What follows belongs to an exercise in optimizing a design on an open flow for small area; a production flow would make more cautious choices. In this exercise RTL edits were held to simulation tests only and were not proved equivalent to the original. No activity file was given, so power comes from the tool's default toggle rates.

run B:
==> flow/design.v <==
`default_nettype none
package synth_pkg;
	localparam int SAMPLE_INTERVAL = 1500;          
	localparam int FREQ_DEFAULT = 50;               
	localparam int RATE_DEFAULT = 270;
	localparam int INITIAL_DEFAULT = 511;
	localparam int SPREAD_DEFAULT = 120;
endpackage
`default_nettype wire
`default_nettype none
import synth_pkg::*;
module additive_synth_top (
	input wire ADC_Data_Received,
	input wire reset,
	input wire i_param_load,
	input wire [15:0] i_param_freq,
	input wire [8:0] i_param_rate,
	input wire [8:0] i_param_initial,
	input wire [15:0] i_param_spread,
	output logic o_dac_cs,
	output logic o_dac_clock,
	output logic o_dac_bit
);
	logic [10:0] cnt;                  
	logic active;                      
	logic [7:0] rc;                    
	logic [3:0] b;
	logic copy;                        
	assign b = rc[3:0];
	assign copy = (cnt == 11'd1499) || (cnt == 11'd2047);
	always_ff @(posedge ADC_Data_Received) begin
		if (reset) begin
			cnt <= 11'd2047;
			active <= 1'b0;
			rc <= 8'd0;
		end else begin
			cnt <= copy ? 11'd0 : cnt + 11'd1;
			if (cnt == 11'd1499)
				active <= 1'b1;
			rc <= rc + 8'd1;
		end
	end
	localparam logic [15:0] FREQ_ROT = 16'(FREQ_DEFAULT) << 1;
	localparam logic [15:0] SPREAD_ROT = 16'(SPREAD_DEFAULT) << 1;
	logic [15:0] live_freq, live_spread, snap_freq, snap_spread;
	logic [8:0] live_rate, live_init, snap_rate;
	logic lv;
	logic [1:0] qs;
	always_ff @(posedge ADC_Data_Received) begin
		if (i_param_load) begin
			live_freq <= i_param_freq;
			live_rate <= i_param_rate;
			live_init <= i_param_initial;
			live_spread <= i_param_spread;
		end
		if (reset)
			lv <= 1'b0;
		else if (i_param_load)
			lv <= 1'b1;
	end
	always_ff @(posedge ADC_Data_Received) begin
		if (reset) begin
			snap_freq <= FREQ_ROT;
			snap_spread <= SPREAD_ROT;
			snap_rate <= 9'(RATE_DEFAULT);
			qs <= 2'd0;
		end else if (copy && lv) begin
			snap_freq <= live_freq;
			snap_spread <= live_spread;
			snap_rate <= live_rate;
			qs <= rc[3:2];
		end else begin
			snap_freq <= {snap_freq[0], snap_freq[15:1]};
			snap_spread <= {snap_spread[0], snap_spread[15:1]};
		end
	end
	logic wk;                          
	logic [1:0] w;                     
	logic [3:0] k;                     
	logic kz;
	logic alive;                       
	logic last_word;
	assign kz = (k == 4'd0);
	assign last_word = (b == 4'd15);
	logic [255:0] ring;
	logic head, tap, head_val, head_in, pc, pcn;
	logic [15:0] adv;
	logic adv_out, adv_in, ac, acn, op;
	logic clearing, pa;
	assign head = ring[255];
	assign tap = ring[239];
	assign clearing = !active && (cnt[10:8] == 3'd0);
	assign head_val = head && !clearing;
	assign pa = wk && (w == 2'd1) && alive;
	assign adv_out = adv[0];
	assign {pcn, head_in} = head_val + (pa && adv_out) + (pc && (b != 4'd0));
	always_comb begin
		if ((w == 2'd1) || (w == 2'd0 && kz))
			op = snap_freq[{qs, 2'b01}];
		else if (w == 2'd2)
			op = snap_spread[{qs, 2'b01}];
		else
			op = 1'b0;
	end
	assign {acn, adv_in} = adv_out + op + (ac && (b != 4'd0));
	always_ff @(posedge ADC_Data_Received) begin
		ring <= {ring[254:0], head_in};
		pc <= pcn;
		adv <= {wk ? adv_in : 1'b0, adv[15:1]};
		ac <= acn;
	end
	logic [14:0] x;
	logic s;
	logic seen_a, ain, out_a, clip, magbit;
	logic [14:0] acc_a;
	logic [15:0] sum_a;
	assign ain = (w == 2'd1) && (b != 4'd15) && (head ^ seen_a);
	logic [15:0] ca;
	assign ca[0] = 1'b0;
	for (genvar i = 0; i < 15; i++) begin : g_add_a
		assign {ca[i+1], sum_a[i]} = acc_a[i] + (ain && x[i]) + ca[i];
	end
	assign sum_a[15] = ca[15];
	assign out_a = sum_a[0];
	assign clip = (x == 15'h4000);
	assign magbit = out_a || clip;
	always_ff @(posedge ADC_Data_Received) begin
		if (w == 2'd0 && b != 4'd15)
			x <= {tap, x[14:1]};
		if (w == 2'd1 && b == 4'd15)
			s <= head;
		seen_a <= !last_word && (seen_a || head);
		acc_a <= sum_a[15:1];
	end
	logic [8:0] lvl, acc_b;
	logic [9:0] sum_b;
	logic magwin, ratewin, bin, out_b, seen_b, rate_bit;
	logic [15:0] rate_vec;
	assign magwin = (w == 2'd1 && b >= 4'd13) || (w == 2'd2 && b <= 4'd11);
	assign ratewin = wk && !kz && ((w == 2'd0 && b >= 4'd9) || (w == 2'd1 && b <= 4'd1));
	assign rate_vec = {snap_rate[6:0], 7'b0, snap_rate[8], snap_rate[7]};
	assign rate_bit = rate_vec[b];
	assign bin = magwin ? magbit : (ratewin && rate_bit);
	logic [9:0] cb;
	assign cb[0] = 1'b0;
	for (genvar i = 0; i < 9; i++) begin : g_add_b
		assign {cb[i+1], sum_b[i]} = acc_b[i] + (bin && lvl[i]) + cb[i];
	end
	assign sum_b[9] = cb[9];
	assign out_b = sum_b[0];
	always_ff @(posedge ADC_Data_Received) begin
		acc_b <= sum_b[9:1];
		seen_b <= !(w == 2'd1 && b == 4'd12) && (seen_b || out_b);
		if (!reset && copy)
			lvl <= lv ? live_init : 9'(INITIAL_DEFAULT);
		else if (wk && !kz && w == 2'd1 && b == 4'd2)
			lvl <= acc_b;
	end
	logic [15:0] tl_lo, tr_lo;
	logic [2:0] tl_hi, tr_hi;
	logic vflag, par, first, aw, hiwin, tc, tcn, t_op, t_out, cbit, t_in;
	assign hiwin = (w == 2'd0) && (b >= 4'd6);
	assign cbit = vflag && (out_b ^ (s && seen_b));
	assign t_out = hiwin ? (par ? tr_hi[0] : tl_hi[0]) : (par ? tr_lo[0] : tl_lo[0]);
	assign t_op = !first && t_out;
	assign {tcn, t_in} = t_op + cbit + (tc && !(w == 2'd2 && b == 4'd6));
	always_ff @(posedge ADC_Data_Received) begin
		if (w == 2'd1 && b == 4'd15) begin
			vflag <= alive;
			par <= k[0];
			first <= (k[3:1] == 3'd0);
		end
		tc <= tcn;
		tl_lo <= {(aw && !hiwin && !par) ? t_in : tl_lo[0], tl_lo[15:1]};
		tr_lo <= {(aw && !hiwin && par) ? t_in : tr_lo[0], tr_lo[15:1]};
		if (aw && hiwin && !par)
			tl_hi <= {t_in, tl_hi[2:1]};
		if (aw && hiwin && par)
			tr_hi <= {t_in, tr_hi[2:1]};
	end
	always_ff @(posedge ADC_Data_Received) begin
		if (reset) begin
			wk <= 1'b0;
			w <= 2'd0;
			k <= 4'd0;
			alive <= 1'b0;
			aw <= 1'b0;
		end else begin
			if (!wk) begin
				if (rc == 8'd255 && cnt[10:8] == 3'd1) begin
					wk <= 1'b1;
					alive <= 1'b1;
				end
			end else if (last_word) begin
				if (w == 2'd1 && (adv_out || k == 4'd15))
					alive <= 1'b0;
				if (w == 2'd2) begin
					w <= 2'd0;
					k <= k + 4'd1;
					if (k == 4'd15)
						wk <= 1'b0;
				end else begin
					w <= w + 2'd1;
				end
			end
			if (w == 2'd2 && b == 4'd5)
				aw <= 1'b1;
			else if (w == 2'd0 && b == 4'd8)
				aw <= 1'b0;
		end
	end
	logic fr, hb, lb;
	logic [3:0] m, pos;
	logic [15:0] lo;
	logic [2:0] hi;
	assign fr = active && (cnt[10:6] == 5'd0);
	assign m = cnt[4:1];
	assign pos = 4'd9 - m - b;
	assign lo = cnt[5] ? tr_lo : tl_lo;
	assign hi = cnt[5] ? tr_hi : tl_hi;
	assign hb = (m[3:1] == 3'd0) ? hi[2] : (m[0] ? hi[0] : hi[1]);
	assign lb = lo[pos];
	assign o_dac_cs = !fr;
	assign o_dac_clock = fr && cnt[0];
	assign o_dac_bit = fr && ((m[3:2] == 2'd0) ? hb : lb);
endmodule
`default_nettype wire
==> flow/config.mk <==
export PLATFORM = sky130hd
export DESIGN_NAME = additive_synth_top
export DESIGN_NICKNAME = additive_synth_top
export VERILOG_FILES = /design/flow/design.v
export SDC_FILE = /design/flow/constraint.sdc
export NUM_CORES = 4
export LEC_CHECK = 0
export CAP_MARGIN = 20
export CORE_MARGIN = 2
export CORE_UTILIZATION = 40
export PLACE_DENSITY = 0.6
export SLEW_MARGIN = 20
==> flow/constraint.sdc <==
create_clock -name core_clock -period 12.0 [get_ports {ADC_Data_Received}]
set_input_delay 2.4000 -clock core_clock [delete_from_list [all_inputs] [get_ports {ADC_Data_Received}]]
set_output_delay 2.4000 -clock core_clock [all_outputs]
set_load 0.01 [all_outputs]
standard.sh (not shown) runs the stock make flow with config.mk's settings and CLKGATE_MAP_FILE= SYNTH_SCRIPT=/design/flow/synth_recipe.tcl, a recipe that flattens the netlist after the stock synthesis.
==> flow/flow/run.sh <==
#!/bin/bash
# Standard ORFS layout with a leaner clock tree (large leaf clusters, no
# dummy loads) and the smallest buffer on each port.
set -uo pipefail
bash standard.sh \
  "CTS_ARGS=-sink_clustering_enable -repair_clock_nets -buf_list sky130_fd_sc_hd__clkbuf_8 -sink_clustering_size 18 -sink_clustering_max_diameter 60 -dont_use_dummy_load" \
  "BUFFER_PORTS_ARGS=-buffer_cell sky130_fd_sc_hd__buf_1" \
  finish > orfs_make.log 2>&1
status=$?
cp -r orfs/logs orfs_logs 2>/dev/null || true
exit $status
> inputs changed (run B -> run P)
--- a/flow/design.v
+++ b/flow/design.v
@@ -81,21 +81,25 @@
 	logic alive;                       
 	logic last_word;
 	assign kz = (k == 4'd0);
 	assign last_word = (b == 4'd15);
 	logic [255:0] ring;
-	logic head, tap, head_val, head_in, pc, pcn;
+	logic head, tap, head_val, head_sum, head_in, pc, pcn, pg, pci;
 	logic [15:0] adv;
 	logic adv_out, adv_in, ac, acn, op;
 	logic clearing, pa;
 	assign head = ring[255];
 	assign tap = ring[239];
 	assign clearing = !active && (cnt[10:8] == 3'd0);
-	assign head_val = head && !clearing;
 	assign pa = wk && (w == 2'd1) && alive;
 	assign adv_out = adv[0];
-	assign {pcn, head_in} = head_val + (pa && adv_out) + (pc && (b != 4'd0));
+	assign head_val = head & !clearing;
+	assign pg = pa & adv_out;
+	assign pci = pc & (b != 4'd0);
+	assign head_sum = head_val ^ pg ^ pci;
+	assign pcn = (head_val & pg) | (pci & (head_val ^ pg));
+	assign head_in = head_sum & !clearing;
 	always_comb begin
 		if ((w == 2'd1) || (w == 2'd0 && kz))
 			op = snap_freq[{qs, 2'b01}];
 		else if (w == 2'd2)
 			op = snap_spread[{qs, 2'b01}];
@@ -116,11 +120,12 @@
 	logic [15:0] sum_a;
 	assign ain = (w == 2'd1) && (b != 4'd15) && (head ^ seen_a);
 	logic [15:0] ca;
 	assign ca[0] = 1'b0;
 	for (genvar i = 0; i < 15; i++) begin : g_add_a
-		assign {ca[i+1], sum_a[i]} = acc_a[i] + (ain && x[i]) + ca[i];
+		assign sum_a[i] = acc_a[i] ^ (ain & x[i]) ^ ca[i];
+		assign ca[i+1] = (acc_a[i] & (ain & x[i])) | (ca[i] & (acc_a[i] ^ (ain & x[i])));
 	end
 	assign sum_a[15] = ca[15];
 	assign out_a = sum_a[0];
 	assign clip = (x == 15'h4000);
 	assign magbit = out_a || clip;
@@ -142,11 +147,12 @@
 	assign rate_bit = rate_vec[b];
 	assign bin = magwin ? magbit : (ratewin && rate_bit);
 	logic [9:0] cb;
 	assign cb[0] = 1'b0;
 	for (genvar i = 0; i < 9; i++) begin : g_add_b
-		assign {cb[i+1], sum_b[i]} = acc_b[i] + (bin && lvl[i]) + cb[i];
+		assign sum_b[i] = acc_b[i] ^ (bin & lvl[i]) ^ cb[i];
+		assign cb[i+1] = (acc_b[i] & (bin & lvl[i])) | (cb[i] & (acc_b[i] ^ (bin & lvl[i])));
 	end
 	assign sum_b[9] = cb[9];
 	assign out_b = sum_b[0];
 	always_ff @(posedge ADC_Data_Received) begin
 		acc_b <= sum_b[9:1];
Findings:
[compare] base=run B new=run P: power now sits higher; starting utilization of the core area now sits at about the same level. Re post-cts sizing count: no difference whatsoever between run P and run B. In the reports for run P and run B, the smaller proportion of total power due to net switching belongs to run P. Going from run B to run P, number of antenna violations at the first check in global routing did not really move, global-route wire length before repair went up by about 3%, area growth from synthesis to layout went down by 0.93 points. Run P vs run B: wire length up. Register share of total power, run P and run B: higher on run B. Required arrival time at the worst endpoint is higher on run B. In run P, the fraction of area in multi-input gates came out 1.2 points above the value in run B. From run B to run P the numbers moved as follows: post-synthesis share of cell area spent on full adders, half adders and majority gates lower, number of different library cells in the post-synthesis netlist higher. Compared to run B, run P has minimum clock period 670 ps lower.

-- what the ideal ports hide --
The results above use ideal ports. As a check the final layouts listed here were re-extracted and re-timed, cells and wires unchanged. Step 1: set_driving_cell puts a clkbuf_16 on ADC_Data_Received and a buf_2 on each other input, an assumption about the parent block. Step 2 moves the port delays by t, midway between the first and last clock arrival at a register: inputs arrive t later, outputs are due t later. That takes back most of the time a late clock gives input paths. Three values: ideal, step 1, step 2; two values: the first two.
run	shift t [ns]	setup WS [ns]	hold slack, ns	pins driven straight from the clock port
run B	0.571	4.232 / 4.232 / 4.232	0.289 / 0.289 / 0.289	1
run P	0.562	4.902 / 4.902 / 4.902	0.284 / 0.284 / 0.284	1
After both steps every run listed still meets setup and hold.
